Context: an optimization exercise on an open-source flow, tuned for small area. The choices shown serve that exercise and are no tape-out recipe.
Function was checked by simulation only, so behaviour that the tests miss may differ from the original.
Power figures rest on the tool's default switching activity, not on a simulated workload.

==> run M: inputs <==
==> flow/design.v (excerpt) <==
module eth_pkt_buffer #(
    parameter int unsigned DEPTH      = 64,
    parameter logic [31:0] PORTA_ADDR = 32'h0000_ABCD,
    parameter logic [31:0] PORTB_ADDR = 32'h0000_BEEF
) (
    input  logic        clk,
    input  logic        reset,
    input  logic        inWrEn,
    input  logic [33:0] inData,
    output logic        outValid,
    input  logic        outReady,
    output logic [33:0] outData,
    output logic        outPort,
    output logic [15:0] dropCount,
    output logic [15:0] pktCount
);
make LEC_CHECK=0 CAP_MARGIN=20 CORE_MARGIN=2 CORE_UTILIZATION=40 CTS_BUF_LIST=sky130_fd_sc_hd__clkbuf_8 CTS_CLUSTER_DIAMETER=60 CTS_CLUSTER_SIZE=15 PLACE_DENSITY=0.7 SLEW_MARGIN=20 SYNTH_HIERARCHICAL=1 finish   # period 8.0 ns
run.sh (not shown) runs the stock make flow with config.mk's settings and CLKGATE_MAP_FILE= SYNTH_SCRIPT=/design/flow/synth_recipe.tcl, a recipe that flattens the netlist after the stock synthesis.
==> inputs of run A, as changes to run M <==
--- a/flow/design.v
+++ b/flow/design.v
@@ -45,44 +45,73 @@
     logic          mem_we_c;
     logic [AW-1:0] mem_waddr_c;
     logic [WW-1:0] mem_wdata_c;
     logic [1:0]    drop_inc_c;
     logic          pkt_inc_c;
     logic          in_sop_c, in_eop_c, addr_hit_c;
-    logic          rd_load_c;
+    logic          full_sop_c, full_pkt_c, rd_load_c;
     assign in_eop_c    = inData[33];
     assign in_sop_c    = inData[32];
     assign addr_hit_c  = (inData[31:0] == PORTA_ADDR) || (inData[31:0] == PORTB_ADDR);
+    assign full_sop_c  = (commit_ptr_q[AW-1:0] == rd_ptr_q[AW-1:0]) && (commit_ptr_q[AW] != rd_ptr_q[AW]);
+    assign full_pkt_c  = (wr_ptr_q[AW-1:0] == rd_ptr_q[AW-1:0]) && (wr_ptr_q[AW] != rd_ptr_q[AW]);
     assign rd_load_c   = (rd_ptr_q != commit_ptr_q) && (!out_valid_q || outReady);
     assign mem_wdata_c = {inData[33], inData[31:0]};
-    logic [PW-1:0] base_c, inc_c;
-    logic          full_c, in_pkt_c, abort_c, reject_c, accept_c;
-    assign base_c      = in_sop_c ? commit_ptr_q : wr_ptr_q;
-    assign inc_c       = base_c + PW'(1);
-    assign full_c      = (base_c[AW-1:0] == rd_ptr_q[AW-1:0]) && (base_c[AW] != rd_ptr_q[AW]);
-    assign in_pkt_c    = (state_q == W_PKT);
-    assign abort_c     = inWrEn && in_sop_c && in_pkt_c;
-    assign reject_c    = inWrEn && (in_sop_c ? (!addr_hit_c || full_c) : (in_pkt_c && full_c));
-    assign accept_c    = inWrEn && (in_sop_c ? (addr_hit_c && !full_c) : (in_pkt_c && !full_c));
-    assign mem_we_c    = accept_c;
-    assign mem_waddr_c = base_c[AW-1:0];
-    assign drop_inc_c  = 2'(abort_c) + 2'(reject_c);
-    assign pkt_inc_c   = accept_c && in_eop_c;
     always_comb begin
         state_d      = state_q;
         wr_ptr_d     = wr_ptr_q;
         commit_ptr_d = commit_ptr_q;
-        if (accept_c) begin
-            wr_ptr_d = inc_c;
-            if (in_eop_c) commit_ptr_d = inc_c;
-            state_d = in_eop_c ? W_IDLE : W_PKT;
-        end else if (reject_c || abort_c) begin
-            wr_ptr_d = commit_ptr_q;
-            state_d  = in_eop_c ? W_IDLE : W_DROP;
-        end else if (inWrEn && in_eop_c && state_q == W_DROP) begin
-            state_d = W_IDLE;
+        mem_we_c     = 1'b0;
+        mem_waddr_c  = wr_ptr_q[AW-1:0];
+        drop_inc_c   = 2'd0;
+        pkt_inc_c    = 1'b0;
+        if (inWrEn) begin
+            if (in_sop_c) begin
+                if (state_q == W_PKT) begin
+                    wr_ptr_d   = commit_ptr_q;
+                    drop_inc_c = 2'd1;
+                end
+                if (!addr_hit_c || full_sop_c) begin
+                    drop_inc_c = drop_inc_c + 2'd1;
+                    wr_ptr_d   = commit_ptr_q;
+                    state_d    = in_eop_c ? W_IDLE : W_DROP;
+                end else begin
+                    mem_we_c    = 1'b1;
+                    mem_waddr_c = commit_ptr_q[AW-1:0];
+                    wr_ptr_d    = commit_ptr_q + PW'(1);
+                    if (in_eop_c) begin
+                        commit_ptr_d = commit_ptr_q + PW'(1);
+                        pkt_inc_c    = 1'b1;
+                        state_d      = W_IDLE;
+                    end else begin
+                        state_d = W_PKT;
+                    end
+                end
+            end else begin
+                case (state_q)
+                    W_PKT: begin
+                        if (full_pkt_c) begin
+                            wr_ptr_d   = commit_ptr_q;
+                            drop_inc_c = 2'd1;
+                            state_d    = in_eop_c ? W_IDLE : W_DROP;
+                        end else begin
+                            mem_we_c = 1'b1;
+                            wr_ptr_d = wr_ptr_q + PW'(1);
+                            if (in_eop_c) begin
+                                commit_ptr_d = wr_ptr_q + PW'(1);
+                                pkt_inc_c    = 1'b1;
+                                state_d      = W_IDLE;
+                            end
+                        end
+                    end
+                    W_DROP: begin
+                        if (in_eop_c) state_d = W_IDLE;
+                    end
+                    default: ;
+                endcase
+            end
         end
     end
     always_ff @(posedge clk or posedge reset) begin
         if (reset) begin
             state_q      <= W_IDLE;
             wr_ptr_q     <= '0;
==> flow/flow/run.sh (new file) <==
#!/bin/bash
# Layout flow: the standard ORFS flow (standard.sh), with two changes:
#  - port buffers use the smallest buffer (every port still gets its own buffer);
#  - clock tree synthesis inserts no dummy loads, with clkbuf_8 sink clusters of up to 15 sinks.
# The full output of the run goes to flow_standard.log; ORFS keeps each step's log under orfs/logs.
set -euo pipefail
export BUFFER_PORTS_ARGS="-buffer_cell sky130_fd_sc_hd__buf_1"
export CTS_ARGS="-sink_clustering_enable -repair_clock_nets -dont_use_dummy_load -buf_list sky130_fd_sc_hd__clkbuf_8 -sink_clustering_size 15 -sink_clustering_max_diameter 60"
bash standard.sh > flow_standard.log 2>&1
==> flow/standard.sh (new file) <==
#!/bin/bash
# synth_recipe.tcl (not shown) runs the flow's synth.tcl, then flattens the netlist and writes it again
# the make line also repeats each setting of config.mk as NAME=value (left out here)
make -C /OpenROAD-flow-scripts/flow DESIGN_CONFIG=/design/flow/config.mk WORK_HOME=/design/flow/orfs CLKGATE_MAP_FILE= SYNTH_SCRIPT=/design/flow/synth_recipe.tcl "${@:-finish}"
removed: flow/run.sh
==> key figures <==
Synthesis
  • Compound-Gate Fraction of Synth Area: 32.1%

GRT
  • First-pass GRT wire length: 417 mm

Power
  • VDD IR max: 0.000211 V

Status
  • Outcome: finished clean

Floorplan
  • Die H: 453 µm

Final layout
  • Signal buffers: 358
The numbers above come from run M.

==> key figures <==
Timing
  • Final worst slack: 2040 ps

Floorplan
  • Die H: 454 µm

Synthesis
  • Compound-Gate Fraction of Synth Area: 32.1%

GRT
  • First-pass GRT wire length: 420 mm

Power
  • Total power: 23.5 mW
  • VDD IR max: 0.000204 V

Final layout
  • Signal buffers: 331

Status
  • Outcome: finished clean
The numbers above come from run A.

[re-timing with driven ports]
No port has a modelled driver above. Below, the same layouts with a new extraction and two added sets of constraints. Step 1 sets driving cells, clkbuf_16 on the clock port and buf_2 on the other inputs (assumed; they add their load-dependent delay and slew). Step 2 times the ports against the registers' clock, not the clock port: input delays grow and output delays shrink by t, the midpoint of the rising clock arrivals with the driver on. a / b / c = no drivers / after step 1 / after step 2; a / b = the first two.
| run | t (ns) | setup slack, ns | worst hold slack (ns) | worst slew at a driven data input, ns | cell pins on the clock port's net |
|---|---|---|---|---|---|
| run M | 1.051 | 1.354 / 1.415 / 0.364 | 0.475 / 0.475 / 0.475 | 0.11 | 1 |
| run A | 1.023 | 2.044 / 2.079 / 1.056 | 0.473 / 0.473 / 0.473 | 0.18 | 1 |
After both steps every run listed still meets setup and hold. For run M, which loses most, drivers alone change the setup slack by +0.061 ns; drivers and shift together by -0.990 ns.
